Background: an optimization exercise with open tools, aiming at small area, a short achievable clock period and few clock cycles per item. Do not read the settings as production practice. Only simulation tests tie the RTL to the original design; equivalence was not proved. Power is estimated from default activity; no workload was simulated.

===== flow/config.mk =====
export PLATFORM = sky130hd
export DESIGN_NAME = mulDivHazardUnit
export DESIGN_NICKNAME = mulDivHazardUnit
export VERILOG_FILES = /design/flow/design.v
export SDC_FILE = /design/flow/constraint.sdc
export NUM_CORES = 4
export LEC_CHECK = 0
export ABC_AREA = 1
export CAP_MARGIN = 20
export CORE_MARGIN = 2
export CORE_UTILIZATION = 40
export GPL_TIMING_DRIVEN = 0
export SETUP_SLACK_MARGIN = 2.0
export SLEW_MARGIN = 20

===== flow/constraint.sdc =====
create_clock -name core_clock -period 6.0 [get_ports {clock}]
set_input_delay 1.2000 -clock core_clock [delete_from_list [all_inputs] [get_ports {clock}]]
set_output_delay 1.2000 -clock core_clock [all_outputs]
set_load 0.01 [all_outputs]

===== flow/design.v =====
`timescale 1ns/1ps
module mulDivHazardUnit (
	input logic clock,
	input logic rst,
	input logic ctrlMult,
	input logic ctrlDiv,
	input logic [31:0] operandA,
	input logic [31:0] operandB,
	input logic [4:0] rdIn,
	input logic [4:0] rs1,
	input logic [4:0] rs2,
	input logic [4:0] rd,
	output logic [31:0] result,
	output logic exception,
	output logic resultRdy,
	output logic stall
);
	function automatic logic [4:0] thermLen(logic [31:0] m);
		logic [32:0] t;
		t = {1'b0, m};
		for (int k = 0; k < 5; k++) begin
			thermLen[k] = 1'b0;
			for (int j = 1; (j << k) < 32; j += 2) begin
				thermLen[k] = thermLen[k] | (t[(j << k) - 1] & ~t[((j + 1) << k) - 1]);
			end
		end
	endfunction
	function automatic logic [2:0] booth(logic b1, logic b0, logic bm);
		booth[0] = b0 ^ bm;
		booth[1] = (b1 & ~b0 & ~bm) | (~b1 & b0 & bm);
		booth[2] = b1 & ~(b0 & bm);
	endfunction
	logic busy;
	logic hazEn;
	logic [4:0] dest;
	logic phMul;
	logic phShift;
	logic phDiv;
	logic phFin;
	logic mulRes;
	logic zeroRes;
	logic [4:0] cnt;
	logic inv;
	logic divSb;
	logic negq;
	logic saR;
	logic ovf;
	logic sOvf;
	logic excReg;
	logic [37:0] R;
	logic [33:0] S;
	logic [31:0] Q;
	logic req;
	logic sa;
	logic sb;
	logic [31:0] magA;
	logic [31:0] magB;
	logic [31:0] maskA;
	logic [31:0] maskB;
	logic swap;
	logic dNeg;
	logic bZero;
	logic divTrivial;
	logic [4:0] lenA;
	logic [4:0] lenB;
	logic [6:0] dRaw;
	assign req = ctrlMult | ctrlDiv;
	assign sa = operandA[31];
	assign sb = operandB[31];
	assign magA = operandA ^ {32{sa}};
	assign magB = operandB ^ {32{sb}};
	always_comb begin
		maskA[31] = magA[31];
		maskB[31] = magB[31];
		for (int i = 30; i >= 0; i--) begin
			maskA[i] = maskA[i + 1] | magA[i];
			maskB[i] = maskB[i + 1] | magB[i];
		end
	end
	assign lenA = thermLen(maskA);
	assign lenB = thermLen(maskB);
	logic [7:0] nibA;
	logic [7:0] nibB;
	logic [7:0] nibMaskA;
	always_comb begin
		for (int k = 0; k < 8; k++) begin
			nibA[k] = |magA[4 * k +: 4];
			nibB[k] = |magB[4 * k +: 4];
		end
		nibMaskA[7] = nibA[7];
		for (int k = 6; k >= 0; k--) begin
			nibMaskA[k] = nibMaskA[k + 1] | nibA[k];
		end
	end
	assign swap = |(nibB & ~nibMaskA);
	assign dRaw = {2'b00, lenA} + {6'b0, sa} - {2'b00, lenB};
	assign dNeg = dRaw[6];
	assign bZero = operandB == 32'd0;
	assign divTrivial = bZero | dNeg;
	logic rBadLoose;
	logic rBadStrict;
	logic selQ;
	logic selS1;
	logic selS2;
	logic selZ1;
	logic selZ2;
	logic fy;
	logic fz;
	logic cz;
	logic nz;
	logic [37:0] sExt;
	logic [37:0] x;
	logic [37:0] y;
	logic [37:0] z;
	logic [37:0] csaS;
	logic [37:0] csaC;
	logic [38:0] sumW;
	logic [37:0] sum;
	assign rBadLoose = ~((R[37:31] == 7'h00) | (R[37:31] == 7'h7f) |
		(R[37:0] == 38'h0080000000));
	assign rBadStrict = ~((R[37:31] == 7'h00) | (R[37:31] == 7'h7f));
	assign sExt = {{4{S[33]}}, S};
	assign x = selQ ? 38'd0 : R;
	assign y = (({6'd0, Q} & {38{selQ}}) | (sExt & {38{selS1}}) |
		({sExt[36:0], 1'b0} & {38{selS2}})) ^ {38{fy}};
	assign z = (({sExt[35:0], 2'b00} & {38{selZ1}}) |
		({sExt[34:0], 3'b000} & {38{selZ2}})) ^ {38{fz}};
	assign csaS = x ^ y ^ z;
	assign csaC = {(x[36:0] & y[36:0]) | (x[36:0] & z[36:0]) | (y[36:0] & z[36:0]), fy};
	assign sumW = {csaS, cz} + {csaC, cz};
	assign nz = selS1 | selS2 | selZ1 | selZ2;
	logic [31:0] qAcc;
	logic lookAcc;
	logic [2:0] dA0;
	logic [2:0] dA1;
	logic [2:0] dM0;
	logic [2:0] dM1;
	logic fyDiv;
	logic [2:0] dAa0;
	logic [2:0] dAa1;
	logic [2:0] dAb0;
	logic [2:0] dAb1;
	assign qAcc = swap ? magA : magB;
	assign lookAcc = swap ? sa : sb;
	assign dAa0 = booth(magA[1], magA[0], sa) ^ {sa, 2'b00};
	assign dAa1 = booth(magA[3], magA[2], magA[1]) ^ {sa, 2'b00};
	assign dAb0 = booth(magB[1], magB[0], sb) ^ {sb, 2'b00};
	assign dAb1 = booth(magB[3], magB[2], magB[1]) ^ {sb, 2'b00};
	assign dA0 = swap ? dAa0 : dAb0;
	assign dA1 = swap ? dAa1 : dAb1;
	assign dM0 = booth(Q[5], Q[4], Q[3]);
	assign dM1 = booth(Q[7], Q[6], Q[5]);
	assign fyDiv = ~sum[37] ^ divSb;
	assign sum = sumW[38:1];
	logic [4:0] shAmt;
	logic [33:0] sShl;
	assign shAmt = phMul ? 5'd4 : cnt;
	assign sShl = S << shAmt;
	logic mulLast;
	logic done;
	logic ovfNext;
	assign mulLast = Q[31:3] == 29'd0;
	assign done = (phMul & mulLast) | phFin;
	assign ovfNext = ovf | rBadLoose | (sOvf & nz);
	always_ff @(posedge clock) begin
		if (rst) begin
			busy <= 1'b0;
			hazEn <= 1'b0;
			resultRdy <= 1'b0;
			phMul <= 1'b0;
			phShift <= 1'b0;
			phDiv <= 1'b0;
			phFin <= 1'b0;
		end else begin
			resultRdy <= 1'b0;
			if (!busy) begin
				if (req) begin
					busy <= ctrlMult | ~divTrivial;
					hazEn <= (ctrlMult | ~divTrivial) & (rdIn != 5'd0);
					resultRdy <= ~ctrlMult & divTrivial;
					phMul <= ctrlMult;
					phShift <= ~ctrlMult & ~divTrivial;
				end
			end else begin
				if (done) begin
					busy <= 1'b0;
					hazEn <= 1'b0;
					resultRdy <= 1'b1;
					phMul <= 1'b0;
					phFin <= 1'b0;
				end
				if (phShift) begin
					phShift <= 1'b0;
					phDiv <= 1'b1;
				end
				if (phDiv && cnt == 5'd0) begin
					phDiv <= 1'b0;
					phFin <= 1'b1;
				end
			end
		end
	end
	always_ff @(posedge clock) begin
		if (!busy) begin
			dest <= rdIn;
			ovf <= 1'b0;
			sOvf <= 1'b0;
			inv <= swap ? sa : sb;
			saR <= sa;
			divSb <= sb;
			negq <= sa ^ sb;
			cnt <= dRaw[5] ? 5'd31 : dRaw[4:0];
			mulRes <= ctrlMult;
			zeroRes <= ~ctrlMult & divTrivial;
			excReg <= ~ctrlMult & bZero;
		end else begin
			if (phMul) begin
				ovf <= ovfNext;
				excReg <= ovfNext;
				sOvf <= sOvf | ~((S[33:29] == 5'h00) | (S[33:29] == 5'h1f));
			end
			if (phDiv) begin
				cnt <= cnt - 5'd1;
			end
		end
	end
	always_ff @(posedge clock) begin
		if (!busy) begin
			selQ <= 1'b0;
			selS1 <= ctrlMult & dA0[0];
			selS2 <= ctrlMult & dA0[1];
			selZ1 <= ctrlMult & dA1[0];
			selZ2 <= ctrlMult & dA1[1];
			fy <= ctrlMult & dA0[2];
			fz <= ctrlMult & dA1[2];
			cz <= ctrlMult ? dA1[2] : sa;
		end else if (phMul) begin
			selQ <= 1'b0;
			selS1 <= dM0[0];
			selS2 <= dM0[1];
			selZ1 <= dM1[0];
			selZ2 <= dM1[1];
			fy <= dM0[2] ^ inv;
			fz <= dM1[2] ^ inv;
			cz <= dM1[2] ^ inv;
		end else begin
			selQ <= phDiv & (cnt == 5'd0);
			selS1 <= phShift | (phDiv & (cnt != 5'd0));
			selS2 <= 1'b0;
			selZ1 <= 1'b0;
			selZ2 <= 1'b0;
			fy <= phShift ? ~divSb : ((cnt == 5'd0) ? negq : fyDiv);
			fz <= 1'b0;
			cz <= 1'b0;
		end
	end
	always_ff @(posedge clock) begin
		if (!busy) begin
			S <= (~ctrlMult | swap) ? {{2{sb}}, operandB} : {{2{sa}}, operandA};
			Q <= ctrlMult ? (swap ? magA : magB) : 32'd0;
			R <= ctrlMult ? 38'd0 : {6'd0, magA};
		end else begin
			R <= sum;
			if (phMul) begin
				S <= sShl;
				Q <= {4'h0, Q[31:4]};
			end else begin
				S <= phShift ? sShl : {S[33], S[33:1]};
				Q <= {Q[30:0], phDiv & ~sum[37]};
			end
		end
	end
	assign result = R[31:0] & {32{~zeroRes}};
	assign exception = excReg | (mulRes & rBadStrict);
	assign stall = (busy & req) |
		(hazEn & ((rs1 == dest) | (rs2 == dest) | (rd == dest)));
endmodule

===== flow/run.sh =====
#!/bin/bash
# synth_recipe.tcl (not shown) runs the flow's synth.tcl, then flattens the netlist and writes it again
# the make line also repeats each setting of config.mk as NAME=value (left out here)
make -C /OpenROAD-flow-scripts/flow DESIGN_CONFIG=/design/flow/config.mk WORK_HOME=/design/flow/orfs CLKGATE_MAP_FILE= SYNTH_SCRIPT=/design/flow/synth_recipe.tcl finish

==> results of run 1 <==
==> metal layers <==
layer | vias to the layer above | track usage, % | part of all wire (%)
li1 | 8263 | - | -
met3 | 168 | 5.95 | 8.5
met5 | - | 0 | 0.11
met2 | 871 | 60.1 | 46
met4 | 2 | 16.1 | 4.6
met1 | 8528 | 47.9 | 41
==> how the worst min path moves through the flow <==
stage | start | endpoint | depth (start not counted) | slack (ns)
floorplan | Q[30] | Q[31] | 2 | 0.44
global placement | phFin | phFin | 2 | 0.45
detailed placement | phFin | phFin | 2 | 0.46
CTS | phFin | phFin | 2 | 0.47
global route | phFin | phFin | 2 | 0.49
finish | sOvf | sOvf | 2 | 0.47
==> power by group <==
part | switching, uW | internal, uW
Combinational | 5270 | 2770
Sequential | 183 | 1200
Clock | 493 | 612
Total | 5940 | 4570
==> critical path, stage by stage <==
cell and delay, ns:
buf_12 0.11, buf_8 0.12, buf_12 0.12, buf_12 0.13, inv_12 0.05, ha_4 0.22, nor2_4 0.12, nand2_2 0.08
nor2_4 0.11, nand3b_1 0.14, nor3_4 0.17, nand2_1 0.09, inv_1 0.06, nand3b_1 0.17, o211ai_1 0.26, nor2_1 0.08
ha_1 0.31, ha_4 0.27, a21oi_2 0.13, and2_4 0.16, inv_2 0.03, a21oi_2 0.11, nor2_1 0.06, nor2_2 0.12
xnor2_2 0.17, nand3_1 0.12, o21ai_1 0.11, inv_1 0.05
==> timing repair <==
action                     in CTS  in global routing
hold buffers                    0                  0
setup endpoints to repair     102                 28
gates resized for setup       180                132
pin swaps                      49                 45
setup buffers                  50                 19
cloned                          0                  0
==> layout make-up <==
type	count	area (um2)
tap	468	586
clock inverter	15	151
timing repair buffer	190	1750
inverter	292	1120
fill	3850	17600
multi-input combinational	1831	11400
sequential	137	2910
clock buffer	17	425
antenna	1	2.50
buffer	113	643
==> registers in the layout, indices dropped and copies added (netlist names), 5 cells and up <==
signal,cells
dest,5
Q,32
R,38
S,34
cnt,5
==> cell usage in the layout (no fill, tap or decap), drive strengths merged, types with 36 or more instances in the layout <==
master | synthesis | layout
clkdlybuf4s50 | 0 | 110
o21ai | 197 | 197
a21oi | 88 | 88
dfxtp | 120 | 120
xor2 | 95 | 95
o22ai | 52 | 52
nand3 | 185 | 185
fa | 40 | 40
ha | 57 | 57
xnor2 | 62 | 62
o221ai | 36 | 36
nand2 | 632 | 632
clkbuf | 72 | 85
buf | 41 | 116
nor2 | 223 | 223
inv | 286 | 290
==> kinds of logic (layout without fill, tap and decap cells) <==
logic type	count (synthesis)	in the layout	share of synthesized area [%]
AOI/OAI and AO/OA	461	461	18.3
xor gates and xnor gates	157	157	9.61
adders and majority gates	97	97	10.2
buffers and inverters	405	627	10.9
DFF	137	137	19.6
muxes	6	6	0.403
other	0	1	0
and+or+nand+nor	1110	1110	31.0
==> metrics by stage <==
| step | cell area [um2] | power, uW |
|---|---|---|
| global route | 19000 | 11300 |
| global placement | 16800 | 8390 |
| finish | 19000 | 10500 |
| CTS | 18400 | 9780 |
| detailed placement | 16800 | 8420 |
| floorplan | 15000 | 6140 |
==> flow_results.xml, run 1 <==
<?xml version="1.0" encoding="UTF-8"?>
<metrics>
  <group name="status">
    <metric name="result_of_the_run" unit="">timing/DRC/antenna clean</metric>
  </group>
  <group name="synth">
    <metric name="edff_count_synth" unit="">17</metric>
    <metric name="synth.distinct_cells" unit="">56</metric>
    <metric name="synth_ff_type" unit="">dfxtp_1</metric>
    <metric name="leading_post_synthesis_cells_by_instance_count" unit="">nand2_1, inv_1, nor2_1</metric>
    <metric name="avgSynthCellArea" unit="um2">6.28</metric>
    <metric name="synthArstFlopShare" unit="%">0</metric>
    <metric name="synth_most_common_cell" unit="">nand2_1</metric>
    <metric name="post-synth-top-area-fraction" unit="%">16.1</metric>
    <metric name="post_synth_inst_count" unit="">2373</metric>
    <metric name="yosys.area.top_type" unit="">dfxtp_1</metric>
    <metric name="synth_area" unit="um2">14900</metric>
    <metric name="synth.yosys.warnings" unit="">1</metric>
    <metric name="yosysSeqAreaShare" unit="%">19.6</metric>
    <metric name="synth.area.top_cells" unit="">dfxtp_1, nand2_1, inv_1, o21ai_0, nand3_1</metric>
    <metric name="seq_cells_post_synth" unit="">137</metric>
    <metric name="syn_nets" unit="">2558</metric>
  </group>
  <group name="sta">
    <metric name="ratio_of_final_minimum_period_to_clock_period" unit="%">78.2</metric>
    <metric name="setup_repair_after_global_routing_missed_its_margin" unit="">true</metric>
    <metric name="final-setup-viol-count" unit="">0</metric>
    <metric name="post-route-worst-setup-slack" unit="ns">1.31</metric>
    <metric name="fin_hold_ws" unit="ns">0.473</metric>
    <metric name="finalWorstPathRequiredPeriod" unit="ns">4.69</metric>
    <metric name="timing.max_slew.rel_slack" unit="%">19.9</metric>
    <metric name="fmax" unit="MHz">213</metric>
    <metric name="slew_violations" unit="">0</metric>
    <metric name="setup_tns" unit="ns">0</metric>
    <metric name="count_of_endpoints_failing_hold_in_the_final_timing_report" unit="">0</metric>
    <metric name="slew_at_the_pin_closest_to_its_max_slew_limit" unit="ns">1.20</metric>
    <metric name="worst_setup_skew_after_layout" unit="ns">0.0126</metric>
  </group>
  <group name="clock_network">
    <metric name="clock-sinks" unit="">137</metric>
    <metric name="clk_root_buffer_cell" unit="">clkbuf_16</metric>
    <metric name="clk_latency" unit="ns">0.46</metric>
    <metric name="htree_num_levels" unit="">4</metric>
    <metric name="clkTransAtPathRegs" unit="ns">0.07</metric>
    <metric name="tritoncts" unit="">yes</metric>
    <metric name="cts_buffer_depth" unit="">2</metric>
    <metric name="cts_buffers" unit="">17</metric>
  </group>
  <group name="placed_design">
    <metric name="gp_congestion" unit="">1.02</metric>
    <metric name="dp.cells" unit="">2962</metric>
    <metric name="dp.final_hpwl" unit="mm">59.5</metric>
    <metric name="numPortBuffers" unit="">121</metric>
    <metric name="pre_cts_ws" unit="ns">-0.514</metric>
  </group>
  <group name="critical_path">
    <metric name="worst_flop_to_flop_path_startpoint" unit="">selS1</metric>
    <metric name="crit_end" unit="">cnt[2]</metric>
    <metric name="regToRegEndpoint" unit="">R[29]</metric>
    <metric name="worst_r2r_path_depth" unit="">17</metric>
    <metric name="worst_setup_slack_for_register_to_register_paths" unit="ns">2.06</metric>
    <metric name="worst_ep_arrival_time" unit="ns">4.91</metric>
    <metric name="critPathLaunch" unit="">operandB[31]</metric>
    <metric name="timing_worst_setup_path_type" unit="">input pin to register</metric>
    <metric name="worstPathRequired" unit="ns">6.22</metric>
    <metric name="timing.critical_path.fanout_max" unit="">5</metric>
    <metric name="end_kind" unit="">register</metric>
    <metric name="crit_path_start_kind" unit="">input pin</metric>
  </group>
  <group name="route">
    <metric name="drt_first_pass_iters" unit="">6</metric>
    <metric name="route.final.wire_length" unit="mm">72.2</metric>
    <metric name="ant_nets" unit="">0</metric>
    <metric name="post_drt_wl_per_cell" unit="um">23.6</metric>
    <metric name="remaining_drc_errors" unit="">0</metric>
    <metric name="vias_per_cell" unit="">5.82</metric>
    <metric name="drt_first_iter_violations" unit="">1763</metric>
    <metric name="routed-via-count" unit="">17800</metric>
  </group>
  <group name="global_routing">
    <metric name="initial_antenna_violation_count" unit="">1</metric>
    <metric name="first_global_vias" unit="">16900</metric>
    <metric name="groute.usage.overall" unit="%">36.8</metric>
    <metric name="grt_first_pass_wirelength" unit="mm">105</metric>
    <metric name="grt_start_max_net_pins" unit="">20</metric>
    <metric name="global_route.overflow_total" unit="">0</metric>
  </group>
  <group name="floorplan">
    <metric name="fp.dieArea" unit="um2">38800</metric>
    <metric name="die_w" unit="um">197</metric>
    <metric name="chipHeight" unit="um">197</metric>
    <metric name="pin_count" unit="">123</metric>
    <metric name="std_cell_rows" unit="">70</metric>
    <metric name="coreArea" unit="um2">36600</metric>
    <metric name="start_util" unit="%">40.7</metric>
  </group>
  <group name="min_path">
    <metric name="min-delay-path-class" unit="">register to register</metric>
  </group>
  <group name="power_and_ir_drop">
    <metric name="power-per-cell-area" unit="nW/um2">554</metric>
    <metric name="leakagePower" unit="uW">0.00873</metric>
    <metric name="vdd_drop_max" unit="V">0.000285</metric>
  </group>
  <group name="finish">
    <metric name="final-instance-count-excl-fill" unit="">3064</metric>
    <metric name="post-route-util" unit="%">51.9</metric>
    <metric name="area.growth.synth_to_final" unit="%">27.5</metric>
    <metric name="final_net_count" unit="">2767</metric>
    <metric name="fraction_of_layout_cells_with_a_size_suffix_above_1" unit="%">13.4</metric>
  </group>
  <group name="run">
    <metric name="cap_violations" unit="">0</metric>
  </group>
</metrics>
Testbench counts, summed over its fixed seeds: cycles 3,245, ops 512.
==> run 2, diff against run 1 <==
--- a/flow/config.mk
+++ b/flow/config.mk
@@ -11,4 +11,3 @@
 export CORE_UTILIZATION = 40
-export GPL_TIMING_DRIVEN = 0
-export SETUP_SLACK_MARGIN = 2.0
+export SETUP_SLACK_MARGIN = 2.5
 export SLEW_MARGIN = 20
==> run 2 against run 1 <==
Sequential share of layout area is 1.4 points lower. Synthesized area stayed put. Final cell count hardly changed. Critical path type unchanged. Critical endpoint is now hazEn.
==> flow_results.xml, run 2 <==
<?xml version="1.0" encoding="UTF-8"?>
<metrics>
  <group name="floorplan">
    <metric name="coreArea" unit="um2">36600</metric>
    <metric name="fp.dieArea" unit="um2">38800</metric>
    <metric name="chipHeight" unit="um">197</metric>
    <metric name="std_cell_rows" unit="">70</metric>
    <metric name="die_w" unit="um">197</metric>
    <metric name="pin_count" unit="">123</metric>
    <metric name="start_util" unit="%">40.7</metric>
  </group>
  <group name="clock_network">
    <metric name="clk_root_buffer_cell" unit="">clkbuf_16</metric>
    <metric name="htree_num_levels" unit="">4</metric>
    <metric name="clock-sinks" unit="">137</metric>
    <metric name="clk_latency" unit="ns">0.46</metric>
    <metric name="tritoncts" unit="">yes</metric>
    <metric name="cts_buffers" unit="">17</metric>
    <metric name="cts_buffer_depth" unit="">2</metric>
    <metric name="clkTransAtPathRegs" unit="ns">0.07</metric>
  </group>
  <group name="sta">
    <metric name="slew_violations" unit="">0</metric>
    <metric name="setup_repair_after_global_routing_missed_its_margin" unit="">true</metric>
    <metric name="fin_hold_ws" unit="ns">0.460</metric>
    <metric name="timing.max_slew.rel_slack" unit="%">30.8</metric>
    <metric name="fmax" unit="MHz">229</metric>
    <metric name="finalWorstPathRequiredPeriod" unit="ns">4.37</metric>
    <metric name="count_of_endpoints_failing_hold_in_the_final_timing_report" unit="">0</metric>
    <metric name="final-setup-viol-count" unit="">0</metric>
    <metric name="setup_tns" unit="ns">0</metric>
    <metric name="slew_at_the_pin_closest_to_its_max_slew_limit" unit="ns">1.04</metric>
    <metric name="worst_setup_skew_after_layout" unit="ns">0.0201</metric>
    <metric name="ratio_of_final_minimum_period_to_clock_period" unit="%">72.8</metric>
  </group>
  <group name="finish">
    <metric name="reg_top3" unit="">R (38), S (34), Q (32)</metric>
    <metric name="layout_common_cells" unit="">nand2_1, inv_1, nor2_1</metric>
    <metric name="largest-register" unit="">R</metric>
    <metric name="fraction_of_layout_cells_with_a_size_suffix_above_1" unit="%">24.6</metric>
    <metric name="area.growth.synth_to_final" unit="%">41.5</metric>
    <metric name="fin_area" unit="um2">21100</metric>
    <metric name="nFillCells" unit="">3525</metric>
    <metric name="flip_flop_count_of_the_largest_register_all_copies_and_words_added" unit="">38</metric>
    <metric name="final_net_count" unit="">2767</metric>
    <metric name="layout_commonest_cell" unit="">nand2_1</metric>
  </group>
  <group name="synth">
    <metric name="synth.distinct_cells" unit="">56</metric>
    <metric name="syn_nets" unit="">2558</metric>
    <metric name="synth_area" unit="um2">14900</metric>
    <metric name="synthArstFlopShare" unit="%">0</metric>
    <metric name="synth_ff_type" unit="">dfxtp_1</metric>
    <metric name="synth.yosys.warnings" unit="">1</metric>
    <metric name="yosys.area.top_type" unit="">dfxtp_1</metric>
    <metric name="synth_most_common_cell" unit="">nand2_1</metric>
    <metric name="avgSynthCellArea" unit="um2">6.28</metric>
    <metric name="edff_count_synth" unit="">17</metric>
    <metric name="post-synth-top-area-fraction" unit="%">16.1</metric>
    <metric name="leading_post_synthesis_cells_by_instance_count" unit="">nand2_1, inv_1, nor2_1</metric>
    <metric name="post_synth_inst_count" unit="">2373</metric>
    <metric name="seq_cells_post_synth" unit="">137</metric>
    <metric name="synth.area.top_cells" unit="">dfxtp_1, nand2_1, inv_1, o21ai_0, nand3_1</metric>
    <metric name="yosysSeqAreaShare" unit="%">19.6</metric>
  </group>
  <group name="route">
    <metric name="remaining_drc_errors" unit="">0</metric>
    <metric name="routed-via-count" unit="">18000</metric>
    <metric name="drt_first_iter_violations" unit="">1802</metric>
    <metric name="ant_nets" unit="">0</metric>
    <metric name="vias_per_cell" unit="">5.86</metric>
    <metric name="route.final.wire_length" unit="mm">71.9</metric>
    <metric name="drt_first_pass_iters" unit="">6</metric>
    <metric name="post_drt_wl_per_cell" unit="um">23.5</metric>
  </group>
  <group name="min_path">
    <metric name="min-delay-path-class" unit="">register to register</metric>
    <metric name="min-delay-start" unit="">sOvf</metric>
  </group>
  <group name="placed_design">
    <metric name="gp_congestion" unit="">1.03</metric>
    <metric name="post_dp_cell_area" unit="um2">16500</metric>
    <metric name="numPortBuffers" unit="">122</metric>
    <metric name="dp.final_hpwl" unit="mm">52.8</metric>
  </group>
  <group name="critical_path">
    <metric name="worst_ep_arrival_time" unit="ns">4.75</metric>
    <metric name="critical-path-top-delay-family" unit="">simple AND/OR/NAND/NOR gates</metric>
    <metric name="timing.critical_path.mode_cell" unit="">nor2_2</metric>
    <metric name="cp_slowest_cell" unit="">clkdlybuf4s50_1</metric>
    <metric name="timing.critical_path.fanout_max" unit="">4</metric>
    <metric name="crit_path_start_kind" unit="">input pin</metric>
    <metric name="timing_worst_setup_path_type" unit="">input pin to register</metric>
    <metric name="timing.critical_path.buf_inv" unit="">4</metric>
    <metric name="worst_flop_to_flop_path_startpoint" unit="">selZ1</metric>
    <metric name="timing.critical_path.cells" unit="">clkdlybuf4s50_1 -&gt; xnor2_2 -&gt; inv_1 -&gt; nor3_1 -&gt; o211ai_1 -&gt; and3_1 -&gt; ha_1 -&gt; inv_1 -&gt; ha_2 -&gt; inv_2 -&gt; fa_2 -&gt; o21ai_2 -&gt; a21boi_2 -&gt; nor2_2 -&gt; nor2_2 -&gt; nor2_2 -&gt; o311ai_1 -&gt; a21oi_1</metric>
    <metric name="end_kind" unit="">register</metric>
    <metric name="worstPathRequired" unit="ns">6.38</metric>
    <metric name="critPathLaunch" unit="">operandA[3]</metric>
    <metric name="slowest_delay" unit="ns">0.64</metric>
  </group>
  <group name="run">
    <metric name="cap_violations" unit="">0</metric>
  </group>
  <group name="power_and_ir_drop">
    <metric name="leakagePower" unit="uW">0.00937</metric>
    <metric name="power-per-cell-area" unit="nW/um2">600</metric>
    <metric name="vdd_drop_max" unit="V">0.000366</metric>
  </group>
  <group name="global_routing">
    <metric name="first_global_vias" unit="">16700</metric>
    <metric name="grt_start_max_net_pins" unit="">62</metric>
    <metric name="groute.usage.overall" unit="%">35.2</metric>
    <metric name="initial_antenna_violation_count" unit="">2</metric>
    <metric name="global_route.overflow_total" unit="">0</metric>
    <metric name="grt_first_pass_wirelength" unit="mm">103</metric>
  </group>
  <group name="status">
    <metric name="result_of_the_run" unit="">timing/DRC/antenna clean</metric>
  </group>
</metrics>
==> run 2: where the power goes <==
| part | internal (uW) | switching (uW) |
|---|---|---|
| Sequential | 1200 | 210 |
| Clock | 666 | 499 |
| Combinational | 3950 | 6120 |
| Total | 5820 | 6830 |
==> run 2: final timing paths <==
path	to	slack [ns]	cells after the start
max	hazEn	1.63	18
min reg2reg	sOvf	0.46	2
max reg2reg	R[28]	2.45	16
min	sOvf	0.46	2
==> run 2: cells by family after synthesis <==
family	Yosys count	share of synthesized area [%]
AOI/OAI and AO/OA	461	18.3
muxes	6	0.403
buffers and inverters	405	10.9
xor gates and xnor gates	157	9.61
and+or+nand+nor	1110	31.0
adders and majority gates	97	10.2
DFF	137	19.6
==> run 2: what timing repair did <==
| action | 4_1_cts | 5_1_grt |
|---|---|---|
| setup buffers | 82 | 49 |
| cloned | 5 | 5 |
| setup endpoints to repair | 113 | 94 |
| pin swaps | 104 | 147 |
| resized for setup | 323 | 342 |
| hold buffers | 0 | 0 |
==> run 2: metal layers <==
metal	global-route usage, %	share of wire (%)
met1	48.2	42
met2	54.7	44
met3	5.95	9.1
met4	14.9	5.4
met5	0	0
==> run 2: layout make-up <==
cell class	instances	area, um2	share of cell area [%]
Sequential cell	137	2940	13.9
Multi-Input combinational cell	1834	13000	61.5
Timing Repair Buffer	299	2820	13.4
Timing Repair inverter	1	6.26	0.0297
Inverter	292	1150	5.44
Antenna cell	2	5.00	0.0237
Tap cell	468	586	2.78
Clock inverter	12	134	0.635
Clock buffer	20	479	2.27
==> run 2: worst min-delay path, delay by kind of cell (launching register included) <==
family / cells / cell delay, ns
AOI/OAI and AO/OA: 1 / 0.06
buffers and inverters: 1 / 0.06
DFF: 1 / 0.30
==> run 2: stage by stage <==
stage | setup WS [ns] | utilization [%] | power [uW] | cells
floorplan | 1.17 | - | 6140 | 2373
global placement | 0.477 | 45.1 | 8290 | 2890
detailed placement | 0.388 | 45.1 | 8290 | 2890
CTS | 1.77 | 52.0 | 10600 | 3009
global route | 1.41 | 57.6 | 13500 | 3063
finish | 1.63 | 57.6 | 12600 | 3065
==> run 3, diff against run 2 <==
--- a/flow/config.mk
+++ b/flow/config.mk
@@ -11,3 +11,3 @@
 export CORE_UTILIZATION = 40
-export SETUP_SLACK_MARGIN = 2.5
+export SETUP_SLACK_MARGIN = 2.0
 export SLEW_MARGIN = 20
==> run 3 against run 2 <==
Sequential share of layout area is 1.6 points higher. Combinational power is 25% lower. Synthesized cell count stayed put. Wire length is 5.8% lower. Count of clock-buffer cells in the layout stayed put. Setup slack better by 0.013 ns. Die area stayed put. Register-to-register slack worse by 0.34 ns. Final cell count is 1.7% lower. Clock skew is 0.0017 ns lower. First-iteration DRC count is 1.6% higher. Clock power hardly changed. Critical path type unchanged. Largest cell class unchanged.
==> flow_results.xml, run 3 <==
<?xml version="1.0" encoding="UTF-8"?>
<metrics>
  <group name="floorplan">
    <metric name="start_util" unit="%">40.7</metric>
    <metric name="fp.dieArea" unit="um2">38800</metric>
    <metric name="chipHeight" unit="um">197</metric>
    <metric name="coreArea" unit="um2">36600</metric>
    <metric name="pin_count" unit="">123</metric>
    <metric name="die_w" unit="um">197</metric>
    <metric name="std_cell_rows" unit="">70</metric>
  </group>
  <group name="critical_path">
    <metric name="crit_path_start_kind" unit="">input pin</metric>
    <metric name="worstPathRequired" unit="ns">6.21</metric>
    <metric name="worst_ep_arrival_time" unit="ns">4.56</metric>
    <metric name="timing_worst_setup_path_type" unit="">input pin to register</metric>
    <metric name="timing.critical_path.fanout_max" unit="">5</metric>
    <metric name="end_kind" unit="">register</metric>
  </group>
  <group name="placed_design">
    <metric name="dp.final_hpwl" unit="mm">52.8</metric>
    <metric name="numPortBuffers" unit="">122</metric>
    <metric name="gp_congestion" unit="">1.03</metric>
    <metric name="post_dp_cell_area" unit="um2">16500</metric>
    <metric name="dp.cells" unit="">2890</metric>
    <metric name="pre_cts_ws" unit="ns">0.388</metric>
  </group>
  <group name="synth">
    <metric name="post_synth_inst_count" unit="">2373</metric>
    <metric name="synthArstFlopShare" unit="%">0</metric>
    <metric name="avgSynthCellArea" unit="um2">6.28</metric>
    <metric name="synth_area" unit="um2">14900</metric>
    <metric name="edff_count_synth" unit="">17</metric>
    <metric name="synth_most_common_cell" unit="">nand2_1</metric>
    <metric name="synth_ff_type" unit="">dfxtp_1</metric>
    <metric name="post-synth-top-area-fraction" unit="%">16.1</metric>
    <metric name="seq_cells_post_synth" unit="">137</metric>
    <metric name="yosys.area.top_type" unit="">dfxtp_1</metric>
    <metric name="synth.yosys.warnings" unit="">1</metric>
    <metric name="yosysSeqAreaShare" unit="%">19.6</metric>
    <metric name="leading_post_synthesis_cells_by_instance_count" unit="">nand2_1, inv_1, nor2_1</metric>
    <metric name="synth.area.top_cells" unit="">dfxtp_1, nand2_1, inv_1, o21ai_0, nand3_1</metric>
    <metric name="synth.distinct_cells" unit="">56</metric>
    <metric name="syn_nets" unit="">2558</metric>
  </group>
  <group name="finish">
    <metric name="fraction_of_layout_cells_with_a_size_suffix_above_1" unit="%">14.1</metric>
    <metric name="insertedDiodeCount" unit="">0</metric>
    <metric name="largest-register" unit="">R</metric>
    <metric name="final-instance-count-excl-fill" unit="">3012</metric>
    <metric name="area.growth.synth_to_final" unit="%">26.4</metric>
    <metric name="layout_commonest_cell" unit="">nand2_1</metric>
    <metric name="multi_input_comb_area" unit="um2">11300</metric>
    <metric name="reg_top3" unit="">R (38), S (34), Q (32)</metric>
    <metric name="fin_area" unit="um2">18800</metric>
    <metric name="layout_common_cells" unit="">nand2_1, inv_1, nor2_1</metric>
    <metric name="seqCellArea" unit="um2">2920</metric>
    <metric name="flip_flop_count_of_the_largest_register_all_copies_and_words_added" unit="">38</metric>
    <metric name="final_net_count" unit="">2716</metric>
    <metric name="nFillCells" unit="">3808</metric>
  </group>
  <group name="clock_network">
    <metric name="clk_root_buffer_cell" unit="">clkbuf_16</metric>
    <metric name="cts_buffer_depth" unit="">2</metric>
    <metric name="cts-hold-fix-buffers" unit="">0</metric>
    <metric name="clk_latency" unit="ns">0.45</metric>
    <metric name="clkTransAtPathRegs" unit="ns">0.07</metric>
    <metric name="tritoncts" unit="">yes</metric>
    <metric name="htree_num_levels" unit="">4</metric>
    <metric name="clock-sinks" unit="">137</metric>
    <metric name="cts_buffers" unit="">17</metric>
  </group>
  <group name="sta">
    <metric name="slew_violations" unit="">0</metric>
    <metric name="post-route-worst-setup-slack" unit="ns">1.64</metric>
    <metric name="ratio_of_final_minimum_period_to_clock_period" unit="%">72.6</metric>
    <metric name="fmax" unit="MHz">229</metric>
    <metric name="setup_tns" unit="ns">0</metric>
    <metric name="finalWorstPathRequiredPeriod" unit="ns">4.36</metric>
    <metric name="count_of_endpoints_failing_hold_in_the_final_timing_report" unit="">0</metric>
    <metric name="setup_repair_after_global_routing_missed_its_margin" unit="">true</metric>
    <metric name="slew_at_the_pin_closest_to_its_max_slew_limit" unit="ns">1.03</metric>
    <metric name="fin_hold_ws" unit="ns">0.459</metric>
    <metric name="final-setup-viol-count" unit="">0</metric>
    <metric name="timing.max_slew.rel_slack" unit="%">31.0</metric>
    <metric name="worst_setup_skew_after_layout" unit="ns">0.0184</metric>
  </group>
  <group name="route">
    <metric name="vias_per_cell" unit="">5.76</metric>
    <metric name="drt_first_pass_iters" unit="">6</metric>
    <metric name="remaining_drc_errors" unit="">0</metric>
    <metric name="routed-via-count" unit="">17400</metric>
    <metric name="route.final.wire_length" unit="mm">67.7</metric>
    <metric name="drt_first_iter_violations" unit="">1830</metric>
    <metric name="ant_nets" unit="">0</metric>
    <metric name="post_drt_wl_per_cell" unit="um">22.5</metric>
  </group>
  <group name="global_routing">
    <metric name="groute.usage.overall" unit="%">34.5</metric>
    <metric name="initial_antenna_violation_count" unit="">2</metric>
    <metric name="grt_first_pass_wirelength" unit="mm">101</metric>
    <metric name="first_global_vias" unit="">16300</metric>
    <metric name="grt_start_max_net_pins" unit="">62</metric>
    <metric name="global_route.overflow_total" unit="">0</metric>
  </group>
  <group name="run">
    <metric name="cap_violations" unit="">0</metric>
  </group>
  <group name="min_path">
    <metric name="min-delay-path-class" unit="">register to register</metric>
  </group>
  <group name="power_and_ir_drop">
    <metric name="vdd_drop_max" unit="V">0.000229</metric>
    <metric name="power-per-cell-area" unit="nW/um2">537</metric>
    <metric name="leakagePower" unit="uW">0.00887</metric>
  </group>
  <group name="status">
    <metric name="result_of_the_run" unit="">timing/DRC/antenna clean</metric>
  </group>
</metrics>
## run 3: cell count changes in the layout (fill, tap and decap cells not counted), sizes merged
cell	before	now
buf	178	133
clkbuf	33	31
clkdlybuf4s15	4	3
clkdlybuf4s50	75	80
clkinv	7	10
clkinvlp	7	2
diode	2	0
dlygate4sd2	25	22
dlymetal6s2s	3	2
inv	289	290
nand4	30	29
nor2	225	223
## run 3: worst paths after layout
| path | from | end | slack [ns] | depth (start not counted) |
|---|---|---|---|---|
| max | operandB[26] | cnt[2] | 1.64 | 24 |
| min | sOvf | sOvf | 0.46 | 2 |
| max reg2reg | selS1 | R[25] | 2.11 | 14 |
| min reg2reg | sOvf | sOvf | 0.46 | 2 |
## run 3: final cells by class
class                   count  share of cell area (%)
flip-flops and latches    137                    15.5
clock buffers              20                    2.55
inverters                 292                    5.96
clock inverters            12                   0.711
multi-input cells        1831                    59.8
repair buffers            252                    12.4
well taps                 468                    3.11
## run 3: cells by family after synthesis
logic type / count (synthesis) / synth area share, %
xor gates and xnor gates: 157 / 9.61
DFF: 137 / 19.6
AOI/OAI and AO/OA: 461 / 18.3
buffers and inverters: 405 / 10.9
and+or+nand+nor: 1110 / 31.0
muxes: 6 / 0.403
adders and majority gates: 97 / 10.2
## run 3: where the power goes
part | switching, uW | total [uW] | internal [uW]
Sequential | 213 | 1410 | 1200
Clock | 492 | 1160 | 667
Combinational | 5000 | 7540 | 2540
## run 3: metal layers
metal	track usage [%]	part of all wire [%]	vias to the layer above
met5	0	0	-
met4	13.3	4.3	0
met3	5.37	9.2	136
met2	53.7	44	896
met1	47.9	43	8169
li1	-	-	8151
## run 3: stage by stage
step	power [uW]	utilization, %
floorplan	6140	-
global placement	8290	45.1
detailed placement	8290	45.1
CTS	9670	50.3
global route	10900	51.4
finish	10100	51.4
## run 3: what timing repair did
item                       4_1_cts  5_1_grt
hold endpoints to repair         0        0
setup endpoints to repair       41       28
resized for setup              204      113
cloned                           2        1
pin swaps                       76       61
setup buffers                   71       16
## run 3: critical path: stages
cell and delay [ns]:
clkdlybuf4s15_1 0.25, xnor2_2 0.22, nand2_2 0.11, nor2_4 0.12, nand3b_1 0.17, nor3_4 0.28
nand2_2 0.10, inv_2 0.05, nand3b_1 0.10, buf_4 0.19, a21oi_2 0.10, nor2_1 0.06
ha_1 0.31, ha_1 0.31, nand3_2 0.07, and2_4 0.14, inv_2 0.03, a21oi_2 0.13
nor2_2 0.04, nor2_2 0.14, xnor2_2 0.17, nand3_1 0.10, o21ai_1 0.10, inv_1 0.05
==> run 4, diff against run 3 <==
--- a/flow/config.mk
+++ b/flow/config.mk
@@ -10,3 +10,3 @@
 export CORE_MARGIN = 2
-export CORE_UTILIZATION = 40
+export CORE_UTILIZATION = 50
 export SETUP_SLACK_MARGIN = 2.0
==> run 4 against run 3 <==
Still clean on timing, DRC and antenna. Synthesized cell count stayed put. Clock power is 5% lower. Combinational power is 2% lower. Power is 2.1% lower. Clock skew is 0.0047 ns lower. Final cell count is 1.6% lower. Register-to-register slack better by 0.02 ns. Highest routed layer unchanged.
==> flow_results.xml, run 4 <==
<?xml version="1.0" encoding="UTF-8"?>
<metrics>
  <group name="route">
    <metric name="routed-via-count" unit="">17800</metric>
    <metric name="ant_nets" unit="">0</metric>
    <metric name="drt_first_iter_violations" unit="">2453</metric>
    <metric name="drt_first_pass_iters" unit="">9</metric>
    <metric name="remaining_drc_errors" unit="">0</metric>
    <metric name="post_drt_wl_per_cell" unit="um">22.0</metric>
    <metric name="vias_per_cell" unit="">6.01</metric>
    <metric name="route.final.wire_length" unit="mm">65.3</metric>
  </group>
  <group name="sta">
    <metric name="setup_tns" unit="ns">0</metric>
    <metric name="timing.max_slew.rel_slack" unit="%">37.0</metric>
    <metric name="fmax" unit="MHz">230</metric>
    <metric name="ratio_of_final_minimum_period_to_clock_period" unit="%">72.6</metric>
    <metric name="final-setup-viol-count" unit="">0</metric>
    <metric name="slew_violations" unit="">0</metric>
    <metric name="slew_at_the_pin_closest_to_its_max_slew_limit" unit="ns">0.942</metric>
    <metric name="fin_hold_ws" unit="ns">0.465</metric>
    <metric name="finalWorstPathRequiredPeriod" unit="ns">4.36</metric>
    <metric name="count_of_endpoints_failing_hold_in_the_final_timing_report" unit="">0</metric>
    <metric name="post-route-worst-setup-slack" unit="ns">1.64</metric>
    <metric name="worst_setup_skew_after_layout" unit="ns">0.0137</metric>
    <metric name="setup_repair_after_global_routing_missed_its_margin" unit="">true</metric>
  </group>
  <group name="min_path">
    <metric name="min-delay-path-class" unit="">register to register</metric>
    <metric name="hold-path-cell-count" unit="">2</metric>
  </group>
  <group name="finish">
    <metric name="insertedDiodeCount" unit="">0</metric>
    <metric name="final_net_count" unit="">2747</metric>
    <metric name="fraction_of_layout_cells_with_a_size_suffix_above_1" unit="%">13.8</metric>
    <metric name="largest-register" unit="">R</metric>
    <metric name="fin_area" unit="um2">19000</metric>
    <metric name="nFillCells" unit="">2780</metric>
    <metric name="area.growth.synth_to_final" unit="%">27.3</metric>
    <metric name="layout_common_cells" unit="">nand2_1, inv_1, nor2_1</metric>
    <metric name="final-instance-count-excl-fill" unit="">2965</metric>
    <metric name="layout_commonest_cell" unit="">nand2_1</metric>
    <metric name="flip_flop_count_of_the_largest_register_all_copies_and_words_added" unit="">38</metric>
    <metric name="reg_top3" unit="">R (38), S (34), Q (32)</metric>
  </group>
  <group name="synth">
    <metric name="synth.area.top_cells" unit="">dfxtp_1, nand2_1, inv_1, o21ai_0, nand3_1</metric>
    <metric name="synthArstFlopShare" unit="%">0</metric>
    <metric name="post_synth_inst_count" unit="">2373</metric>
    <metric name="synth.distinct_cells" unit="">56</metric>
    <metric name="syn_nets" unit="">2558</metric>
    <metric name="edff_count_synth" unit="">17</metric>
    <metric name="avgSynthCellArea" unit="um2">6.28</metric>
    <metric name="yosys.area.top_type" unit="">dfxtp_1</metric>
    <metric name="post-synth-top-area-fraction" unit="%">16.1</metric>
    <metric name="synth.yosys.warnings" unit="">1</metric>
    <metric name="yosysSeqAreaShare" unit="%">19.6</metric>
    <metric name="synth_most_common_cell" unit="">nand2_1</metric>
    <metric name="synth_ff_type" unit="">dfxtp_1</metric>
    <metric name="leading_post_synthesis_cells_by_instance_count" unit="">nand2_1, inv_1, nor2_1</metric>
    <metric name="synth_area" unit="um2">14900</metric>
    <metric name="seq_cells_post_synth" unit="">137</metric>
  </group>
  <group name="clock_network">
    <metric name="cts_buffer_depth" unit="">2</metric>
    <metric name="clk_latency" unit="ns">0.45</metric>
    <metric name="cts_buffers" unit="">17</metric>
    <metric name="htree_num_levels" unit="">4</metric>
    <metric name="tritoncts" unit="">yes</metric>
    <metric name="clk_root_buffer_cell" unit="">clkbuf_16</metric>
    <metric name="clkTransAtPathRegs" unit="ns">0.07</metric>
    <metric name="clock-sinks" unit="">137</metric>
  </group>
  <group name="placed_design">
    <metric name="numPortBuffers" unit="">122</metric>
    <metric name="dp.cells" unit="">2807</metric>
    <metric name="dp.final_hpwl" unit="mm">49.3</metric>
    <metric name="gp_congestion" unit="">1.05</metric>
    <metric name="pre_cts_ws" unit="ns">0.465</metric>
    <metric name="post_dp_cell_area" unit="um2">16400</metric>
  </group>
  <group name="critical_path">
    <metric name="worst_ep_arrival_time" unit="ns">4.56</metric>
    <metric name="crit_path_start_kind" unit="">input pin</metric>
    <metric name="end_kind" unit="">register</metric>
    <metric name="timing.critical_path.fanout_max" unit="">7</metric>
    <metric name="worstPathRequired" unit="ns">6.21</metric>
    <metric name="worst_r2r_path_depth" unit="">15</metric>
    <metric name="timing_worst_setup_path_type" unit="">input pin to register</metric>
  </group>
  <group name="floorplan">
    <metric name="fp.dieArea" unit="um2">31200</metric>
    <metric name="std_cell_rows" unit="">63</metric>
    <metric name="chipHeight" unit="um">177</metric>
    <metric name="pin_count" unit="">123</metric>
    <metric name="coreArea" unit="um2">29500</metric>
    <metric name="die_w" unit="um">177</metric>
    <metric name="start_util" unit="%">50.5</metric>
  </group>
  <group name="global_routing">
    <metric name="initial_antenna_violation_count" unit="">0</metric>
    <metric name="grt_first_pass_wirelength" unit="mm">96.5</metric>
    <metric name="groute.usage.overall" unit="%">41.0</metric>
    <metric name="grt_start_max_net_pins" unit="">62</metric>
    <metric name="first_global_vias" unit="">16500</metric>
    <metric name="global_route.overflow_total" unit="">0</metric>
  </group>
  <group name="power_and_ir_drop">
    <metric name="comb_power_share" unit="%">74.4</metric>
    <metric name="power.share.clock" unit="%">11.1</metric>
    <metric name="p_int" unit="uW">4320</metric>
    <metric name="power_frac_seq" unit="%">14.4</metric>
    <metric name="total_switching_power" unit="uW">5570</metric>
    <metric name="vdd_drop_max" unit="V">0.000257</metric>
    <metric name="leakagePower" unit="uW">0.00898</metric>
    <metric name="sw_frac_of_total" unit="%">56.3</metric>
    <metric name="power-per-cell-area" unit="nW/um2">522</metric>
  </group>
  <group name="status">
    <metric name="result_of_the_run" unit="">timing/DRC/antenna clean</metric>
  </group>
  <group name="run">
    <metric name="cap_violations" unit="">0</metric>
  </group>
</metrics>
run 4: cell types whose count changed in the layout (fill, tap and decap cells not counted), moves of 6 or more:
cell,before,now
buf_6,6,33
nor2_4,13,7
nor2_1,198,204
clkdlybuf4s15_1,1,7
nand2_1,597,604
clkbuf_2,10,1
run 4: worst paths after layout:
check / to / from / slack [ns]
max: cnt[1] / operandB[31] / 1.64
max reg2reg: R[28] / selS2 / 2.13
min reg2reg: hazEn / hazEn / 0.46
min: hazEn / hazEn / 0.46
run 4: layout make-up:
class | count | area [um2] | share of cell area (%)
repair buffers | 281 | 2680 | 14.1
flip-flops and latches | 137 | 2930 | 15.4
well taps | 390 | 488 | 2.57
clock inverters | 14 | 158 | 0.831
inverters | 292 | 1110 | 5.86
multi-input cells | 1833 | 11200 | 58.9
clock buffers | 18 | 439 | 2.32
run 4: layer usage:
metal	vias up	part of all wire [%]	track usage, %
met1	8258	40	54.8
met3	206	11	6.98
met5	-	0	0
li1	8205	-	-
met4	0	4.9	17.7
met2	1163	44	65.2
run 4: kinds of logic (layout without fill, tap and decap cells):
group	after synthesis	after routing	synth area share [%]
and+or+nand+nor	1110	1112	31.0
DFF	137	137	19.6
muxes	6	6	0.403
AOI/OAI and AO/OA	461	461	18.3
buffers and inverters	405	605	10.9
adders and majority gates	97	97	10.2
xor gates and xnor gates	157	157	9.61
run 4: power by group through the flow:
stage          registers [uW]  logic (uW)  clock network, uW
2_1_floorplan            1320        4820                  0
3_3_place_gp             1440        6670                  0
3_5_place_dp             1450        6740                  0
4_1_cts                  1430        6960               1100
5_1_grt                  1460        8030               1130
6_report                 1430        7360               1100
run 4: through the flow:
stage	utilization [%]	total power, uW
floorplan	-	6140
global placement	55.6	8120
detailed placement	55.6	8190
CTS	63.0	9490
global route	64.3	10600
finish	64.3	9890
run 4: repair_timing:
action / in CTS / in global routing
hold buffers: 0 / 0
setup buffers: 102 / 17
pin swaps: 76 / 41
setup endpoints to repair: 26 / 74
resized for setup: 219 / 69
hold endpoints to repair: 0 / 0
cloned: 4 / 2
run 4: critical path, stage by stage:
cell      delay (ns)
buf_16          0.13
buf_4           0.17
xnor2_4         0.17
nand4_1         0.16
nand3b_1        0.26
nor3_4          0.24
nand2_1         0.09
inv_1           0.07
nand3b_1        0.13
o211ai_1        0.21
nor2_1          0.07
ha_1            0.33
ha_4            0.29
nand3_1         0.06
and2_4          0.14
inv_2           0.05
a21oi_2         0.04
nor2_1          0.11
nor2_2          0.07
xnor2_2         0.29
nand3_1         0.14
nand2_1         0.11
inv_1           0.04
==> run 5, diff against run 4 <==
--- a/flow/design.v
+++ b/flow/design.v
@@ -31,2 +31,21 @@
 		booth[2] = b1 & ~(b0 & bm);
+	endfunction
+	function automatic logic [38:0] addSk(logic [38:0] a, logic [38:0] b);
+		logic [38:0] g;
+		logic [38:0] p;
+		logic [38:0] gg;
+		logic [38:0] pp;
+		g = a & b;
+		p = a ^ b;
+		gg = g;
+		pp = p;
+		for (int k = 1; k < 39; k <<= 1) begin
+			for (int i = 0; i < 39; i++) begin
+				if ((i & k) != 0) begin
+					gg[i] = gg[i] | (pp[i] & gg[(i & ~(k - 1)) - 1]);
+					pp[i] = pp[i] & pp[(i & ~(k - 1)) - 1];
+				end
+			end
+		end
+		addSk = p ^ {gg[37:0], 1'b0};
 	endfunction
@@ -129,3 +148,3 @@
 	assign csaC = {(x[36:0] & y[36:0]) | (x[36:0] & z[36:0]) | (y[36:0] & z[36:0]), fy};
-	assign sumW = {csaS, cz} + {csaC, cz};
+	assign sumW = addSk({csaS, cz}, {csaC, cz});
 	assign nz = selS1 | selS2 | selZ1 | selZ2;
--- a/flow/config.mk
+++ b/flow/config.mk
@@ -10,4 +10,4 @@
 export CORE_MARGIN = 2
-export CORE_UTILIZATION = 50
-export SETUP_SLACK_MARGIN = 2.0
+export CORE_UTILIZATION = 40
+export SETUP_SLACK_MARGIN = 1.5
 export SLEW_MARGIN = 20
==> run 5 against run 4 <==
Still clean. Global-route usage fell by 9.0 points. Fmax fell by 2.3%. Register-to-register slack got worse by 0.39 ns. Clock power barely moved. First-iteration DRC count fell by 18%. Critical path depth rose by 1. Synthesized area fell by 3.7%. Final cell count fell by 5.1%. Core utilization fell by 15 points. Setup slack got worse by 0.10 ns. Sequential power barely moved. Critical path type unchanged. Highest routed layer is now met5.
==> flow_results.xml, run 5 <==
<?xml version="1.0" encoding="UTF-8"?>
<metrics>
  <group name="route">
    <metric name="detailroute.wirelength.met3" unit="mm">5.83</metric>
    <metric name="drt_first_pass_iters" unit="">6</metric>
    <metric name="m1WireLength" unit="mm">27.5</metric>
    <metric name="ant_nets" unit="">0</metric>
    <metric name="dr.max_layer_used" unit="">met5</metric>
    <metric name="drt_first_iter_violations" unit="">2019</metric>
    <metric name="routed-via-count" unit="">16100</metric>
    <metric name="remaining_drc_errors" unit="">0</metric>
    <metric name="vias_per_cell" unit="">5.71</metric>
    <metric name="route.final.wire_length" unit="mm">61.1</metric>
    <metric name="dr_wl_met2" unit="mm">25.9</metric>
    <metric name="post_drt_wl_per_cell" unit="um">21.7</metric>
  </group>
  <group name="global_routing">
    <metric name="global_route.overflow_total" unit="">0</metric>
    <metric name="grt_start_max_net_pins" unit="">66</metric>
    <metric name="initial_antenna_violation_count" unit="">5</metric>
    <metric name="groute.usage.overall" unit="%">32.0</metric>
    <metric name="first_global_vias" unit="">15100</metric>
    <metric name="grt_first_pass_wirelength" unit="mm">92.0</metric>
  </group>
  <group name="synth">
    <metric name="synth.yosys.warnings" unit="">1</metric>
    <metric name="synth.distinct_cells" unit="">55</metric>
    <metric name="post_synth_inst_count" unit="">2212</metric>
    <metric name="post-synth-top-area-fraction" unit="%">16.8</metric>
    <metric name="synth_ff_type" unit="">dfxtp_1</metric>
    <metric name="yosys.area.top_type" unit="">dfxtp_1</metric>
    <metric name="synth_most_common_cell" unit="">nand2_1</metric>
    <metric name="synth_area" unit="um2">14300</metric>
    <metric name="edff_count_synth" unit="">17</metric>
    <metric name="avgSynthCellArea" unit="um2">6.48</metric>
    <metric name="yosysSeqAreaShare" unit="%">20.3</metric>
    <metric name="synthArstFlopShare" unit="%">0</metric>
    <metric name="syn_nets" unit="">2401</metric>
    <metric name="leading_post_synthesis_cells_by_instance_count" unit="">nand2_1, inv_1, o21ai_0</metric>
    <metric name="synth.area.top_cells" unit="">dfxtp_1, nand2_1, inv_1, fa_1, o21ai_0</metric>
    <metric name="seq_cells_post_synth" unit="">137</metric>
  </group>
  <group name="status">
    <metric name="result_of_the_run" unit="">timing/DRC/antenna clean</metric>
  </group>
  <group name="sta">
    <metric name="timing.max_slew.rel_slack" unit="%">38.2</metric>
    <metric name="count_of_endpoints_failing_hold_in_the_final_timing_report" unit="">0</metric>
    <metric name="finalWorstPathRequiredPeriod" unit="ns">4.46</metric>
    <metric name="slew_at_the_pin_closest_to_its_max_slew_limit" unit="ns">0.926</metric>
    <metric name="slew_violations" unit="">0</metric>
    <metric name="worst_setup_skew_after_layout" unit="ns">0.0121</metric>
    <metric name="setup_tns" unit="ns">0</metric>
    <metric name="final-setup-viol-count" unit="">0</metric>
    <metric name="fmax" unit="MHz">224</metric>
    <metric name="setup_repair_after_global_routing_missed_its_margin" unit="">true</metric>
    <metric name="ratio_of_final_minimum_period_to_clock_period" unit="%">74.3</metric>
  </group>
  <group name="critical_path">
    <metric name="crit_path_start_kind" unit="">input pin</metric>
    <metric name="timing.critical_path.cells" unit="">dlygate4sd2_1 -&gt; xnor2_2 -&gt; nand2_2 -&gt; nor2_4 -&gt; nand4_1 -&gt; nor2_4 -&gt; nand2_2 -&gt; inv_2 -&gt; nand3_1 -&gt; o221ai_2 -&gt; nor2_2 -&gt; ha_1 -&gt; inv_1 -&gt; ha_2 -&gt; inv_1 -&gt; fa_2 -&gt; o21ai_2 -&gt; a21boi_2 -&gt; nor2_1 -&gt; buf_4 -&gt; nor2_2 -&gt; nor2_2 -&gt; o31ai_2 -&gt; a21oi_1</metric>
    <metric name="timing_worst_setup_path_type" unit="">input pin to register</metric>
    <metric name="worst_flop_to_flop_path_startpoint" unit="">selS1</metric>
    <metric name="timing.critical_path.buf_inv" unit="">5</metric>
    <metric name="worst_ep_arrival_time" unit="ns">4.85</metric>
    <metric name="regToRegEndpoint" unit="">R[14]</metric>
    <metric name="critical-path-top-delay-family" unit="">simple AND/OR/NAND/NOR gates</metric>
    <metric name="worst_r2r_path_depth" unit="">19</metric>
    <metric name="worstPathRequired" unit="ns">6.39</metric>
    <metric name="timing.critical_path.fanout_max" unit="">4</metric>
    <metric name="end_kind" unit="">register</metric>
    <metric name="slowest_delay" unit="ns">0.39</metric>
    <metric name="critical_path_cell_count" unit="">24</metric>
    <metric name="worst_setup_slack_for_register_to_register_paths" unit="ns">1.74</metric>
    <metric name="cp_slowest_cell" unit="">fa_2</metric>
    <metric name="timing.critical_path.mode_cell" unit="">nor2_2</metric>
  </group>
  <group name="finish">
    <metric name="reg_top3" unit="">R (38), S (34), Q (32)</metric>
    <metric name="seqCellArea" unit="um2">2920</metric>
    <metric name="layout_commonest_cell" unit="">nand2_1</metric>
    <metric name="multi_input_comb_area" unit="um2">10400</metric>
    <metric name="final_net_count" unit="">2529</metric>
    <metric name="layout_common_cells" unit="">nand2_1, inv_1, o21ai_0</metric>
    <metric name="flip_flop_count_of_the_largest_register_all_copies_and_words_added" unit="">38</metric>
    <metric name="fraction_of_layout_cells_with_a_size_suffix_above_1" unit="%">11.7</metric>
    <metric name="area.growth.synth_to_final" unit="%">22.6</metric>
    <metric name="insertedDiodeCount" unit="">0</metric>
    <metric name="nFillCells" unit="">3674</metric>
    <metric name="largest-register" unit="">R</metric>
  </group>
  <group name="floorplan">
    <metric name="fp.dieArea" unit="um2">37400</metric>
    <metric name="die_w" unit="um">193</metric>
    <metric name="chipHeight" unit="um">193</metric>
    <metric name="std_cell_rows" unit="">69</metric>
    <metric name="pin_count" unit="">123</metric>
    <metric name="start_util" unit="%">40.5</metric>
    <metric name="coreArea" unit="um2">35400</metric>
  </group>
  <group name="min_path">
    <metric name="hold_end" unit="">ovf</metric>
    <metric name="min-delay-start" unit="">ovf</metric>
    <metric name="min-delay-path-class" unit="">register to register</metric>
    <metric name="hold-path-cell-count" unit="">2</metric>
  </group>
  <group name="run">
    <metric name="cap_violations" unit="">0</metric>
  </group>
  <group name="clock_network">
    <metric name="clkTransAtPathRegs" unit="ns">0.07</metric>
    <metric name="clk_root_buffer_cell" unit="">clkbuf_16</metric>
    <metric name="htree_num_levels" unit="">4</metric>
    <metric name="cts_buffers" unit="">17</metric>
    <metric name="clk_latency" unit="ns">0.46</metric>
    <metric name="cts_buffer_depth" unit="">2</metric>
    <metric name="tritoncts" unit="">yes</metric>
    <metric name="cts-hold-fix-buffers" unit="">0</metric>
    <metric name="clock-sinks" unit="">137</metric>
  </group>
  <group name="placed_design">
    <metric name="dp.final_hpwl" unit="mm">48.0</metric>
    <metric name="gp_congestion" unit="">1.06</metric>
    <metric name="numPortBuffers" unit="">122</metric>
  </group>
  <group name="power_and_ir_drop">
    <metric name="power_frac_seq" unit="%">16.7</metric>
    <metric name="report.power.total" unit="uW">8620</metric>
    <metric name="power-per-cell-area" unit="nW/um2">491</metric>
    <metric name="power.share.clock" unit="%">12.8</metric>
    <metric name="p_int" unit="uW">3970</metric>
    <metric name="sw_frac_of_total" unit="%">54.0</metric>
    <metric name="leakagePower" unit="uW">0.00838</metric>
    <metric name="total_switching_power" unit="uW">4660</metric>
    <metric name="vdd_drop_max" unit="V">0.000268</metric>
    <metric name="comb_power_share" unit="%">70.5</metric>
  </group>
</metrics>
[run 5: cell types whose count changed after synthesis, moves of 6 or more]
cell      before  now
nor2_1       218  177
nand3_1      182  168
o211ai_1      34   16
nand3_2        3   14
o21ai_0      196  179
o22ai_1       52   65
o21bai_1       7    1
inv_1        281  268
xnor2_1       56   47
nand2_1      631  574
a21oi_1       88   74
[run 5: what timing repair did]
action	4_1_cts	5_1_grt
setup endpoints to repair	10	15
pin swaps	27	50
gates resized for setup	72	81
gates cloned	0	1
buffers inserted	26	34
[run 5: per-stage QoR]
stage,cells,worst slack [ns],instance area [um2],hold WS (ns),utilization [%]
after floorplan,2212,1.41,14500,0.435,-
after global placement,2721,0.488,16000,0.457,45.2
after detailed placement,2721,0.354,16000,0.469,45.2
after CTS,2779,1.50,17000,0.482,48.1
after global routing,2814,1.46,17600,0.503,49.7
final,2814,1.54,17600,0.484,49.7
[run 5: cells by family (layout without fill, tap and decap cells)]
| group | Yosys count | in the layout | share of synthesized area [%] |
|---|---|---|---|
| simple gates | 1012 | 1012 | 30.4 |
| flops | 137 | 137 | 20.3 |
| compound gates | 413 | 413 | 17.0 |
| xor+xnor | 153 | 153 | 9.87 |
| fa+ha+maj | 101 | 101 | 11.2 |
| buf+inv | 394 | 535 | 11.1 |
| mux | 2 | 2 | 0.140 |
[run 5: worst max-delay path by stage]
stage / startpoint / end / slack (ns)
floorplan: operandB[31] / cnt[2] / 1.41
global placement: operandA[19] / hazEn / 0.49
detailed placement: operandA[19] / hazEn / 0.35
CTS: operandA[10] / hazEn / 1.50
global route: operandA[29] / hazEn / 1.46
finish: operandA[15] / hazEn / 1.54
[run 5: power groups by stage]
stage / clock network, uW / logic (uW) / registers (uW)
after floorplan: 0 / 4010 / 1330
after global placement: 0 / 5770 / 1450
after detailed placement: 0 / 5800 / 1450
after CTS: 1110 / 5890 / 1430
after global routing: 1140 / 6740 / 1460
final: 1100 / 6080 / 1440
[run 5: worst register-to-register path, stage by stage (launching register included)]
cell	delay, ns
dfxtp_1	0.31
clkinv_1	0.04
buf_4	0.35
o21ai_0	0.24
xor2_1	0.20
fa_1	0.53
inv_1	0.05
fa_1	0.41
nand3_1	0.10
nand2_1	0.11
nand3_1	0.09
nand2_1	0.16
nand4_1	0.12
nand2_1	0.08
nand2_1	0.08
nand2_1	0.07
nand2_1	0.09
nand2_1	0.07
o21ai_0	0.56
o21ai_1	0.38
[run 5: cell type report]
class	count	share of cell area, %
flip-flops and latches	137	16.6
multi-input cells	1681	59.1
well taps	461	3.28
clock inverters	13	0.762
inverters	280	6.02
repair buffers	223	11.6
clock buffers	19	2.58
[run 5: routing by layer]
layer,track usage [%],up-vias
li1,-,7538
met1,46.3,7585
met2,48.3,843
met3,6.00,103
met4,9.50,2
met5,0,-
Testbench counts of run 5, summed over its fixed seeds: cycles 3,245, ops 512.
==> run 6, diff against run 5 <==
--- a/flow/config.mk
+++ b/flow/config.mk
@@ -11,3 +11,3 @@
 export CORE_UTILIZATION = 40
-export SETUP_SLACK_MARGIN = 1.5
+export SETUP_SLACK_MARGIN = 2.0
 export SLEW_MARGIN = 20
==> run 6 against run 5 <==
Sequential power barely moved. Largest power group unchanged. Via count fell by 0.37%. Clock skew rose by 0.0029 ns. Worst hold slack got worse by 0.0046 ns. Final cell count rose by 0.28%. Fmax rose by 0.91%. Sequential share of layout area fell by 0.37 points. Count of clock-buffer cells in the layout fell by 1. Register-to-register slack improved by 0.40 ns. Global-route usage rose by 0.74 points. Flip-flop and latch count did not move.
==> flow_results.xml, run 6 <==
<?xml version="1.0" encoding="UTF-8"?>
<metrics>
  <group name="finish">
    <metric name="insertedDiodeCount" unit="">0</metric>
    <metric name="largest-register" unit="">R</metric>
    <metric name="layout_common_cells" unit="">nand2_1, inv_1, o21ai_0</metric>
    <metric name="layout_commonest_cell" unit="">nand2_1</metric>
    <metric name="flip_flop_count_of_the_largest_register_all_copies_and_words_added" unit="">38</metric>
  </group>
  <group name="placed_design">
    <metric name="post_dp_cell_area" unit="um2">15900</metric>
    <metric name="numPortBuffers" unit="">122</metric>
    <metric name="pre_cts_ws" unit="ns">0.239</metric>
    <metric name="gp_congestion" unit="">1.03</metric>
  </group>
  <group name="clock_network">
    <metric name="cts_buffers" unit="">17</metric>
    <metric name="cts-hold-fix-buffers" unit="">0</metric>
    <metric name="htree_num_levels" unit="">4</metric>
    <metric name="clk_latency" unit="ns">0.44</metric>
    <metric name="clkTransAtPathRegs" unit="ns">0.07</metric>
  </group>
  <group name="sta">
    <metric name="post-route-worst-setup-slack" unit="ns">1.58</metric>
    <metric name="slew_violations" unit="">0</metric>
    <metric name="final-setup-viol-count" unit="">0</metric>
    <metric name="fmax" unit="MHz">226</metric>
    <metric name="finalWorstPathRequiredPeriod" unit="ns">4.42</metric>
    <metric name="count_of_endpoints_failing_hold_in_the_final_timing_report" unit="">0</metric>
    <metric name="worst_setup_skew_after_layout" unit="ns">0.0149</metric>
  </group>
  <group name="floorplan">
    <metric name="start_util" unit="%">40.5</metric>
    <metric name="std_cell_rows" unit="">69</metric>
    <metric name="pin_count" unit="">123</metric>
  </group>
  <group name="synth">
    <metric name="post-synth-top-area-fraction" unit="%">16.8</metric>
    <metric name="synth_area" unit="um2">14300</metric>
    <metric name="yosysSeqAreaShare" unit="%">20.3</metric>
    <metric name="leading_post_synthesis_cells_by_instance_count" unit="">nand2_1, inv_1, o21ai_0</metric>
    <metric name="post_synth_inst_count" unit="">2212</metric>
    <metric name="synthArstFlopShare" unit="%">0</metric>
  </group>
  <group name="route">
    <metric name="remaining_drc_errors" unit="">0</metric>
    <metric name="drt_first_iter_violations" unit="">1779</metric>
    <metric name="routed-via-count" unit="">16000</metric>
    <metric name="ant_nets" unit="">0</metric>
  </group>
  <group name="global_routing">
    <metric name="initial_antenna_violation_count" unit="">0</metric>
    <metric name="groute.usage.overall" unit="%">32.8</metric>
    <metric name="grt_start_max_net_pins" unit="">61</metric>
    <metric name="first_global_vias" unit="">15300</metric>
  </group>
  <group name="status">
    <metric name="result_of_the_run" unit="">timing/DRC/antenna clean</metric>
  </group>
  <group name="power_and_ir_drop">
    <metric name="power-per-cell-area" unit="nW/um2">491</metric>
    <metric name="vdd_drop_max" unit="V">0.000232</metric>
  </group>
  <group name="critical_path">
    <metric name="slowest_delay" unit="ns">0.35</metric>
    <metric name="timing.critical_path.mode_cell" unit="">nor2_2</metric>
    <metric name="worstPathRequired" unit="ns">6.38</metric>
    <metric name="worst_ep_arrival_time" unit="ns">4.79</metric>
    <metric name="critical-path-top-delay-family" unit="">simple AND/OR/NAND/NOR gates</metric>
    <metric name="end_kind" unit="">register</metric>
  </group>
  <group name="min_path">
    <metric name="min-delay-path-class" unit="">register to register</metric>
  </group>
  <group name="run">
    <metric name="cap_violations" unit="">0</metric>
  </group>
</metrics>
## run 6: cell counts after synthesis
Identical to the previous run, type by type.
## run 6: routing by layer
metal	global-route usage [%]	up-vias	part of all wire [%]
met1	45.0	7546	43
met4	13.0	0	4.0
met5	0	-	0
li1	-	7568	-
met2	49.7	785	43
met3	7.58	113	9.7
## run 6: kinds of logic (layout without fill, tap and decap cells)
| group | Yosys count | after routing | synth area share (%) |
|---|---|---|---|
| and+or+nand+nor | 1012 | 1012 | 30.4 |
| AOI/OAI and AO/OA | 413 | 413 | 17.0 |
| buffers and inverters | 394 | 543 | 11.1 |
| xor gates and xnor gates | 153 | 153 | 9.87 |
| DFF | 137 | 137 | 20.3 |
| adders and majority gates | 101 | 101 | 11.2 |
| muxes | 2 | 2 | 0.140 |
## run 6: layout make-up
class / count / area (um2)
clock inverters: 14 / 159
clock buffers: 18 / 450
inverters: 280 / 1060
well taps: 461 / 577
fillers: 3657 / 17400
multi-input cells: 1681 / 10600
flip-flops and latches: 137 / 2920
repair buffers: 231 / 2210
## run 6: worst paths after layout
check / cells after the start / startpoint / end / slack [ns]
max: 25 / operandA[31] / hazEn / 1.58
max reg2reg: 16 / selS1 / R[27] / 2.14
min reg2reg: 2 / phFin / phFin / 0.48
min: 2 / phFin / phFin / 0.48
## run 6: tightest hold or removal path, stage by stage, from the launching register on
cell and delay [ns]:
dfxtp_1 0.31, nand2_1 0.06, a21oi_1 0.06
## run 6: through the flow
stage,util [%],power [uW]
floorplan,-,5350
global placement,45.1,7140
detailed placement,45.1,7190
CTS,50.1,8510
global route,50.8,9490
finish,50.8,8820
## run 6: timing repair
item | CTS | global route
pin swaps | 65 | 36
gates cloned | 2 | 0
setup buffers | 64 | 12
resized for setup | 179 | 35
endpoints found under the setup margin | 65 | 64
## run 6: report_power, final
group	internal (uW)	switching (uW)
logic	2230	4040
clock network	646	478
registers	1200	227

[port drivers added, routing unchanged]
No port has a modelled driver above. Below, the same layouts with a new extraction and two added sets of constraints. Step 1, drivers: a clkbuf_16 drives clock and a buf_2 each remaining input, both assumed. Step 2 also shifts input and output timing later by t, the mid clock arrival at the registers, as if the neighbouring blocks saw the same clock. a / b / c = ideal / step 1 / step 2; a / b = the first two.
| run | shift t [ns] | slack for setup (ns) |
|---|---|---|
| run 1 | 0.508 | 1.311 / 1.318 / 0.810 |
| run 2 | 0.503 | 1.629 / 1.496 / 0.993 |
| run 3 | 0.499 | 1.642 / 1.494 / 0.995 |
| run 4 | 0.498 | 1.643 / 1.521 / 1.023 |
| run 5 | 0.508 | 1.542 / 1.573 / 1.065 |
| run 6 | 0.485 | 1.582 / 1.562 / 1.077 |
After both steps every run listed still meets setup and hold.
